What follows belongs to an exercise in optimizing a design on an open flow for small area, a short achievable clock period and few clock cycles per item; a production flow would make more cautious choices. Where RTL was checked, it was by simulation tests only, not by an equivalence proof against the original. Power is estimated from default activity; no workload was simulated.

nickel:
==> flow/design.v <==
`timescale 1ns/1ps
module ifu #(
    parameter int REGREQ = 1     
) (
    input  logic         clk,
    input  logic         rst_n,
    input  logic         recovery_valid,
    input  logic [31:0]  recovery_pc,
    output logic         mem_req,
    output logic [31:0]  mem_addr,
    input  logic         mem_ack,
    input  logic [127:0] mem_data,
    input  logic         dispatch_ready,
    output logic         instr_valid,
    output logic [31:0]  instr_data,
    output logic [31:0]  instr_pc,
    output logic         instr_is_branch,
    output logic         instr_pred_taken,
    output logic [31:0]  instr_target
);
    logic        v;          
    logic        pb;         
    logic        nt;         
    logic [31:0] d;
    logic [29:0] p;          
    logic        o_br, o_tk, o_j;
    logic [29:0] nx;
    logic        pr;         
    logic        en;         
    logic        armed;      
    logic [3:0]  lj, lb;
    always_comb begin
        for (int i = 0; i < 4; i++) begin
            lj[i] = (mem_data[32*i+26 +: 6] == 6'b000010);
            lb[i] = (mem_data[32*i+26 +: 6] == 6'b000100);
        end
    end
    logic        have;
    logic [31:0] w;
    logic        wj, wb, wbr, wtk;
    assign have = armed && mem_ack && !pr;
    assign w    = mem_data[nx[1:0]*32 +: 32];
    assign wj   = lj[nx[1:0]];
    assign wb   = lb[nx[1:0]];
    assign wbr  = wj || wb;
    assign wtk  = wj || (wb && w[15]);
    logic [29:0] a, off, sum;
    assign a   = nt ? p : nx;
    assign off = !pb ? 30'd1 : o_j ? {{4{d[25]}}, d[25:0]} : {{14{d[15]}}, d[15:0]};
    assign sum = a + off;
    logic take, load, busy, ok;
    assign take = !v || dispatch_ready;
    assign load = take && have && !pb && !nt;
    assign ok   = en && !pb && !nt;
    assign busy = !mem_ack && (armed || (REGREQ == 0 && ok));
    always_ff @(posedge clk or negedge rst_n) begin
        if (!rst_n) begin
            v  <= 1'b0;
            pb <= 1'b0;
            nt <= 1'b0;
            nx <= 30'd0;
            pr <= 1'b0;
        end else if (recovery_valid) begin
            v  <= 1'b0;
            pb <= 1'b0;
            nt <= 1'b0;
            if (busy) begin
                pr <= 1'b1;
            end else begin
                nx <= recovery_pc[31:2];
                pr <= 1'b0;
            end
        end else if (pr) begin
            if (mem_ack) begin
                nx <= p;
                pr <= 1'b0;
            end
        end else if (pb) begin
            v  <= 1'b1;
            pb <= 1'b0;
            nt <= !o_tk;
            nx <= sum;
        end else if (nt) begin
            if (dispatch_ready) begin
                v  <= 1'b0;
                nt <= 1'b0;
                nx <= sum;
            end
        end else if (take) begin
            v  <= have && !wbr;
            pb <= have && wbr;
            if (have)
                nx <= sum;
        end
    end
    always_ff @(posedge clk) begin
        if (recovery_valid)
            p <= recovery_pc[31:2];
        else if (load)
            p <= nx;
    end
    always_ff @(posedge clk) begin
        if (load) begin
            d    <= w;
            o_j  <= wj;
            o_br <= wbr;
            o_tk <= wtk;
        end
    end
    logic leave;
    assign leave = recovery_valid || pr || (load && (nx[1:0] == 2'd3 || wtk));
    always_ff @(posedge clk or negedge rst_n) begin
        if (!rst_n) begin
            en    <= 1'b0;
            armed <= 1'b0;
        end else begin
            en <= 1'b1;
            if (armed) begin
                if (mem_ack && leave)
                    armed <= 1'b0;
            end else if (ok && !mem_ack) begin
                armed <= 1'b1;
            end
        end
    end
    assign mem_req  = REGREQ ? armed : (armed || (ok && !mem_ack));
    assign mem_addr = {nx[29:2], 4'b0000};
    assign instr_valid      = v;
    assign instr_data       = d;
    assign instr_pc         = {p, 2'b00};
    assign instr_is_branch  = o_br;
    assign instr_pred_taken = o_tk;
    assign instr_target     = o_br ? {nx, 2'b00} : 32'd0;
endmodule
export LEC_CHECK = 0
export CAP_MARGIN = 20
export CORE_MARGIN = 2
export CORE_UTILIZATION = 40
export SETUP_SLACK_MARGIN = 4.9
export SLEW_MARGIN = 20
export TNS_END_PERCENT = 100
create_clock -name core_clock -period 8.0 [get_ports {clk}]
standard.sh (not shown) runs the stock make flow with config.mk's settings and CLKGATE_MAP_FILE= SYNTH_SCRIPT=/design/flow/synth_recipe.tcl, a recipe that flattens the netlist after the stock synthesis.
==> flow/flow/run.sh <==
#!/bin/bash
# Standard layout, with the port buffers made of the smallest plain buffer
# instead of the resizer's default choice.
set -euo pipefail
export BUFFER_PORTS_ARGS="-buffer_cell sky130_fd_sc_hd__buf_1"
bash standard.sh > flow_standard.log 2>&1
nickel completed; timing, DRC and antenna clean
Testbench counts of nickel, summed over its fixed seeds: cycles 245,260, items 64,895.
--- input diff nickel..fjord ---
-- flow/design.v --
<<< nickel, line 49
    assign off = !pb ? 30'd1 : o_j ? {{4{d[25]}}, d[25:0]} : {{14{d[15]}}, d[15:0]};
    assign sum = a + off;
    logic take, load, busy, ok;
    assign take = !v || dispatch_ready;
    assign load = take && have && !pb && !nt;
    assign ok   = en && !pb && !nt;
    assign busy = !mem_ack && (armed || (REGREQ == 0 && ok));
    always_ff @(posedge clk or negedge rst_n) begin
        if (!rst_n) begin
>>> fjord, line 49
    assign off = !pb ? 30'd1 : o_j ? {{4{d[25]}}, d[25:0]} : {{14{d[15]}}, d[15:0]};
    assign sum = a + off;
    logic take, load, ok;
    assign take = !v || dispatch_ready;
    assign load = take && have && !pb && !nt;
    assign ok   = en && !pb && !nt && !pr;
    always_ff @(posedge clk or negedge rst_n) begin
        if (!rst_n) begin
<<< nickel, line 65
            pb <= 1'b0;
            nt <= 1'b0;
            if (busy) begin
                pr <= 1'b1;
            end else begin
                nx <= recovery_pc[31:2];
                pr <= 1'b0;
            end
        end else if (pr) begin
            if (mem_ack) begin
                nx <= p;
                pr <= 1'b0;
>>> fjord, line 64
            pb <= 1'b0;
            nt <= 1'b0;
            pr <= 1'b1;
        end else if (pr) begin
            if (!armed || mem_ack) begin
                nx <= p;
                pr <= 1'b0;
<<< nickel, line 119
                if (mem_ack && leave)
                    armed <= 1'b0;
            end else if (ok && !mem_ack) begin
                armed <= 1'b1;
            end
>>> fjord, line 113
                if (mem_ack && leave)
                    armed <= 1'b0;
            end else if (REGREQ ? (en && !pb && !nt && !recovery_valid && !mem_ack) : (ok && !mem_ack)) begin
                armed <= 1'b1;
            end
[summary]
What nickel reported for number of placed instances with taps included has to be multiplied by 0.929 to get the figure for fjord.
Diff nickel..fjord | flip-flop and latch count | unchanged
Sequential power went down by more than 10% going from nickel to fjord.
STATUS setup slack: fjord loses against nickel
The flow did not stop early for fjord: all stages ran, and the layout cleared the timing, design-rule and antenna checks.
Per the comparison of fjord with nickel, non-clock buffer count fell by 4, post-layout minimum cycle time shows an increase of 190 ps, synthesized-area fraction occupied by ao, oa, aoi and oai cells shrank by 3.4 points.
Per the comparison of fjord with nickel, die area dropped about 4.5%; leakage power dropped about 7%.
Function not checked in fjord: the RTL went through the layout flow alone.


wip/yarrow:
ifu, a different RTL version from the one above (not shown whole).
Size: ~930 cells after synthesis, roughly 9100 um2 of cells after synthesis.
==> module ifu, before the edit <==
module ifu #(
    parameter int REGREQ = 0     
) (
    input  logic         clk,
    input  logic         rst_n,
    input  logic         recovery_valid,
    input  logic [31:0]  recovery_pc,
    output logic         mem_req,
    output logic [31:0]  mem_addr,
    input  logic         mem_ack,
    input  logic [127:0] mem_data,
    input  logic         dispatch_ready,
    output logic         instr_valid,
    output logic [31:0]  instr_data,
    output logic [31:0]  instr_pc,
    output logic         instr_is_branch,
    output logic         instr_pred_taken,
    output logic [31:0]  instr_target
);
    logic        v;          
    logic        pb;         
    logic [31:0] d;
    logic [29:0] p;          
    logic [29:0] t;          
    logic        o_br, o_tk, o_j;
    logic [29:0] nx;
    logic        pr;         
    logic        en;         
    logic        armed;      
    logic [3:0]  lj, lb;
    always_comb begin
        for (int i = 0; i < 4; i++) begin
            lj[i] = (mem_data[32*i+26 +: 6] == 6'b000010);
            lb[i] = (mem_data[32*i+26 +: 6] == 6'b000100);
        end
    end
    logic        have;
    logic [31:0] w;
    logic        wj, wb, wbr, wtk;
    assign have = armed && mem_ack && !pr;
    assign w    = mem_data[nx[1:0]*32 +: 32];
    assign wj   = lj[nx[1:0]];
    assign wb   = lb[nx[1:0]];
    assign wbr  = wj || wb;
    assign wtk  = wj || (wb && w[15]);
    logic [29:0] off, tgt, nx1;
    logic [30:0] sum;
    assign off = o_j ? {{4{d[25]}}, d[25:0]} : {{14{d[15]}}, d[15:0]};
    assign sum = {p, 1'b1} + {off, 1'b1};           
    assign tgt = sum[30:1];
    assign nx1 = nx + 30'd1;
    logic take, load, busy;
    assign take = !v || dispatch_ready;
    assign load = take && have && !pb;
    assign busy = REGREQ ? (armed && !mem_ack) : (en && !mem_ack);
    always_ff @(posedge clk or negedge rst_n) begin
        if (!rst_n) begin
            v  <= 1'b0;
            pb <= 1'b0;
            p  <= 30'd0;
            nx <= 30'd0;
            pr <= 1'b0;
        end else if (recovery_valid) begin
            v  <= 1'b0;
            pb <= 1'b0;
            p  <= recovery_pc[31:2];
            if (busy) begin
                pr <= 1'b1;
            end else begin
                nx <= recovery_pc[31:2];
                pr <= 1'b0;
            end
        end else if (pr) begin
            if (mem_ack) begin
                nx <= p;
                pr <= 1'b0;
            end
        end else if (pb) begin
            v  <= 1'b1;
            pb <= 1'b0;
            if (o_tk)
                nx <= tgt;
        end else if (take) begin
            v  <= have && !wbr;
            pb <= have && wbr;
            if (have) begin
                p  <= nx;
                nx <= nx1;
            end
        end
    end
    always_ff @(posedge clk) begin
        if (load) begin
            d    <= w;
            o_j  <= wj;
            o_br <= wbr;
            o_tk <= wtk;
        end
        if (pb)
            t <= tgt;
    end
    logic leave;
    assign leave = recovery_valid || pr || (load && (nx[1:0] == 2'd3 || wtk));
    always_ff @(posedge clk or negedge rst_n) begin
        if (!rst_n) begin
            en    <= 1'b0;
            armed <= 1'b0;
        end else begin
            en <= 1'b1;
            if (armed) begin
                if (mem_ack && leave)
                    armed <= 1'b0;
            end else if (en && !mem_ack) begin
                armed <= 1'b1;
            end
        end
    end
    assign mem_req  = REGREQ ? armed : (en && (armed || !mem_ack));
    assign mem_addr = {nx[29:2], 4'b0000};
    assign instr_valid      = v;
    assign instr_data       = d;
    assign instr_pc         = {p, 2'b00};
    assign instr_is_branch  = o_br;
    assign instr_pred_taken = o_tk;
    assign instr_target     = o_br ? {t, 2'b00} : 32'd0;
endmodule
==> flow/config.mk <==
export PLATFORM = sky130hd
export DESIGN_NAME = ifu
export DESIGN_NICKNAME = ifu
export VERILOG_FILES = /design/flow/design.v
export SDC_FILE = /design/flow/constraint.sdc
export NUM_CORES = 4
export LEC_CHECK = 0
export CAP_MARGIN = 20
export CORE_MARGIN = 2
export CORE_UTILIZATION = 40
export SETUP_SLACK_MARGIN = 4.6
export SLEW_MARGIN = 20
export TNS_END_PERCENT = 100
==> flow/constraint.sdc <==
create_clock -name core_clock -period 8.0 [get_ports {clk}]
set_input_delay 1.6000 -clock core_clock [delete_from_list [all_inputs] [get_ports {clk}]]
set_output_delay 1.6000 -clock core_clock [all_outputs]
set_load 0.01 [all_outputs]
Scripts as last shown in full above: flow/flow/run.sh
Input changes introduced in wip/juniper (baseline for comparison: wip/yarrow):
-- flow/design.v --
<<< wip/yarrow, line 1
`timescale 1ns/1ps
module ifu #(
    parameter int REGREQ = 0     
) (
    input  logic         clk,
>>> wip/juniper, line 1
`timescale 1ns/1ps
module ifu #(
    parameter int REGREQ = 1     
) (
    input  logic         clk,
Findings:
wip/juniper — final standard cell area without fillers 270 um2 lower, wip/yarrow as reference
Delta (wip/juniper minus wip/yarrow): die area lower, clock power share has decreased, placement-stage worst setup slack saw a decrease.
Compared with wip/yarrow, wip/juniper shows a lower number of nets in the layout.
Function was not checked in any run of this note: the RTL went through the layout flow alone.


alpha:
Another version of the RTL of ifu (not shown whole).
Size: ~100 flip-flops, ~0.0074 mm² of cells after synthesis.
==> module ifu, before the edit <==
module ifu #(
    parameter int REGREQ = 1     
) (
    input  logic         clk,
    input  logic         rst_n,
    input  logic         recovery_valid,
    input  logic [31:0]  recovery_pc,
    output logic         mem_req,
    output logic [31:0]  mem_addr,
    input  logic         mem_ack,
    input  logic [127:0] mem_data,
    input  logic         dispatch_ready,
    output logic         instr_valid,
    output logic [31:0]  instr_data,
    output logic [31:0]  instr_pc,
    output logic         instr_is_branch,
    output logic         instr_pred_taken,
    output logic [31:0]  instr_target
);
    logic        v;          
    logic        pb;         
    logic        nt;         
    logic        sk;         
    logic [31:0] d;
    logic [29:0] p;          
    logic        o_br, o_tk, o_j;
    logic [29:0] nx;
    logic        pr;         
    logic        en;         
    logic        armed;      
    logic [3:0]  lj, lb;
    always_comb begin
        for (int i = 0; i < 4; i++) begin
            lj[i] = (mem_data[32*i+26 +: 6] == 6'b000010);
            lb[i] = (mem_data[32*i+26 +: 6] == 6'b000100);
        end
    end
    logic        have;
    logic [31:0] w;
    logic        wj, wb, wbr, wtk;
    assign have = armed && mem_ack && !pr;
    assign w    = mem_data[nx[1:0]*32 +: 32];
    assign wj   = lj[nx[1:0]];
    assign wb   = lb[nx[1:0]];
    assign wbr  = wj || wb;
    assign wtk  = wj || (wb && w[15]);
    logic [29:0] off, sum;
    assign off = !pb ? 30'd1 : o_j ? {{4{d[25]}}, d[25:0]} : {{14{d[15]}}, d[15:0]};
    assign sum = nx + off;
    logic take, load, ok;
    assign take = !v || dispatch_ready;
    assign load = take && have && !pb && !nt && !sk;
    assign ok   = en && !pb && !nt && !sk && !pr;
    always_ff @(posedge clk or negedge rst_n) begin
        if (!rst_n) begin
            v  <= 1'b0;
            pb <= 1'b0;
            nt <= 1'b0;
            sk <= 1'b0;
            nx <= 30'd0;
            pr <= 1'b0;
        end else if (recovery_valid) begin
            v  <= 1'b0;
            pb <= 1'b0;
            nt <= 1'b0;
            sk <= 1'b0;
            pr <= 1'b1;
        end else if (pr) begin
            if (!armed || mem_ack) begin
                nx <= p;
                pr <= 1'b0;
            end
        end else if (pb) begin
            v  <= 1'b1;
            pb <= 1'b0;
            nt <= !o_tk;
            nx <= sum;
        end else if (nt) begin
            if (dispatch_ready) begin
                v  <= 1'b0;
                nt <= 1'b0;
                sk <= 1'b1;
                nx <= p;
            end
        end else if (sk) begin
            sk <= 1'b0;
            nx <= sum;
        end else if (take) begin
            v  <= have && !wbr;
            pb <= have && wbr;
            if (have)
                nx <= sum;
        end
    end
    always_ff @(posedge clk) begin
        if (recovery_valid)
            p <= recovery_pc[31:2];
        else if (load)
            p <= nx;
    end
    always_ff @(posedge clk) begin
        if (load) begin
            d    <= w;
            o_j  <= wj;
            o_br <= wbr;
            o_tk <= wtk;
        end
    end
    logic [3:0] back_ok;
    logic       wsame;
    assign back_ok = {1'b1, nx[1:0] != 2'd0, nx[1:0] == 2'd3 || nx[1:0] == 2'd2, nx[1:0] == 2'd3};
    assign wsame = (wj && ((&w[25:2] && back_ok[w[1:0]]) || (~|w[25:2] && !back_ok[w[1:0]])))
                || (wb && &w[15:2] && back_ok[w[1:0]]);
    logic leave;
    assign leave = recovery_valid || pr || (load && (wtk ? !wsame : nx[1:0] == 2'd3));
    always_ff @(posedge clk or negedge rst_n) begin
        if (!rst_n) begin
            en    <= 1'b0;
            armed <= 1'b0;
        end else begin
            en <= 1'b1;
            if (armed) begin
                if (mem_ack && leave)
                    armed <= 1'b0;
            end else if (REGREQ ? (!pb && !nt && !sk && !recovery_valid && !mem_ack) : (ok && !mem_ack)) begin
                armed <= 1'b1;
            end
        end
    end
    assign mem_req  = REGREQ ? armed : (armed || (ok && !mem_ack));
    assign mem_addr = {nx[29:2], 4'b0000};
    assign instr_valid      = v;
    assign instr_data       = d;
    assign instr_pc         = {p, 2'b00};
    assign instr_is_branch  = o_br;
    assign instr_pred_taken = o_tk;
    assign instr_target     = o_br ? {nx, 2'b00} : 32'd0;
endmodule
clock: 8.0 ns
lec_check: 0
cap_margin: 20
core_margin: 2
core_utilization: 40
setup_slack_margin: 4.9
slew_margin: 20
tns_end_percent: 100
Scripts as last shown in full above: flow/flow/run.sh
Testbench counts of alpha, summed over its fixed seeds: cycles 242,898, items 64,895.
Setup changes, alpha to beta
-- flow/design.v --
<<< alpha, line 108
        end
    end
    logic [3:0] back_ok;
    logic       wsame;
    assign back_ok = {1'b1, nx[1:0] != 2'd0, nx[1:0] == 2'd3 || nx[1:0] == 2'd2, nx[1:0] == 2'd3};
    assign wsame = (wj && ((&w[25:2] && back_ok[w[1:0]]) || (~|w[25:2] && !back_ok[w[1:0]])))
                || (wb && &w[15:2] && back_ok[w[1:0]]);
    logic leave;
    assign leave = recovery_valid || pr || (load && (wtk ? !wsame : nx[1:0] == 2'd3));
>>> beta, line 108
        end
    end
    logic [2:0] lsum;
    logic       wsame;
    assign lsum  = {1'b0, w[1:0]} + {1'b0, nx[1:0]};
    assign wsame = (wj && ((&w[25:2] && lsum >= 3'd3) || (~|w[25:2] && lsum <= 3'd2)))
                || (wb && &w[15:2] && lsum >= 3'd3);
    logic leave;
    assign leave = recovery_valid || pr || (load && (wtk ? !wsame : nx[1:0] == 2'd3));
## What came out
- beta ran to completion and came out clean on the timing, design-rule and antenna checks.
- Compared with alpha, beta shows a higher power dissipated in the clock network.
- Worst hold slack down 0.039 ns in beta wrt alpha
- Going from alpha to beta, max-slew violation total from the final report roughly the same; multi-input logic area shows a reduction of about 4%; initial standard-cell utilization of the core saw a decrease.
- Re proportion of synthesized chip area in sequential cells: alpha was lower than beta.
- Comparing the two runs side by side, beta comes out ahead of alpha on synthesized cell area.
- Compared with alpha, beta improves via count.
Function not checked in beta: the RTL went through the layout flow alone.

## what the ideal ports hide
The results above use ideal ports. As a check the final layouts listed here were re-extracted and re-timed, cells and wires unchanged. Step 1 assumes that a clkbuf_16 drives the clock port and a buf_2 every other input. Step 2 adds t to the input delays and takes it off the output delays; t is the mean of the earliest and latest rising clock arrival at the registers after step 1. Input paths then give back, and output paths get back, about the clock's delay inside the block. Slacks: ideal / step 1 / step 2; pairs: ideal / step 1.
| run | shift t [ns] | slack for setup (ns) | worst setup path after step 2 | latest minus earliest clock arrival (ns) | cell pins on the clock port's net |
|---|---|---|---|---|---|
| nickel | 0.388 | 4.932 / 4.947 / 4.559 | input to register | 0.012 / 0.012 | 1 |
| fjord | 0.398 | 4.741 / 4.741 / 4.503 | input to register | 0.014 / 0.014 | 1 |
| wip/yarrow | 0.470 | 4.421 / 4.366 / 4.262 | input to register | 0.010 / 0.011 | 1 |
| wip/juniper | 0.474 | 4.745 / 4.745 / 4.312 | input to register | 0.010 / 0.011 | 1 |
| alpha | 0.396 | 4.999 / 4.956 / 4.637 | input to register | 0.010 / 0.011 | 1 |
| beta | 0.401 | 4.489 / 4.508 / 4.108 | input to register | 0.009 / 0.009 | 1 |
After both steps every run listed still meets setup and hold. The setup slack of wip/juniper, which loses most, moves by 0.000 ns with the drivers and by -0.433 ns with both steps.
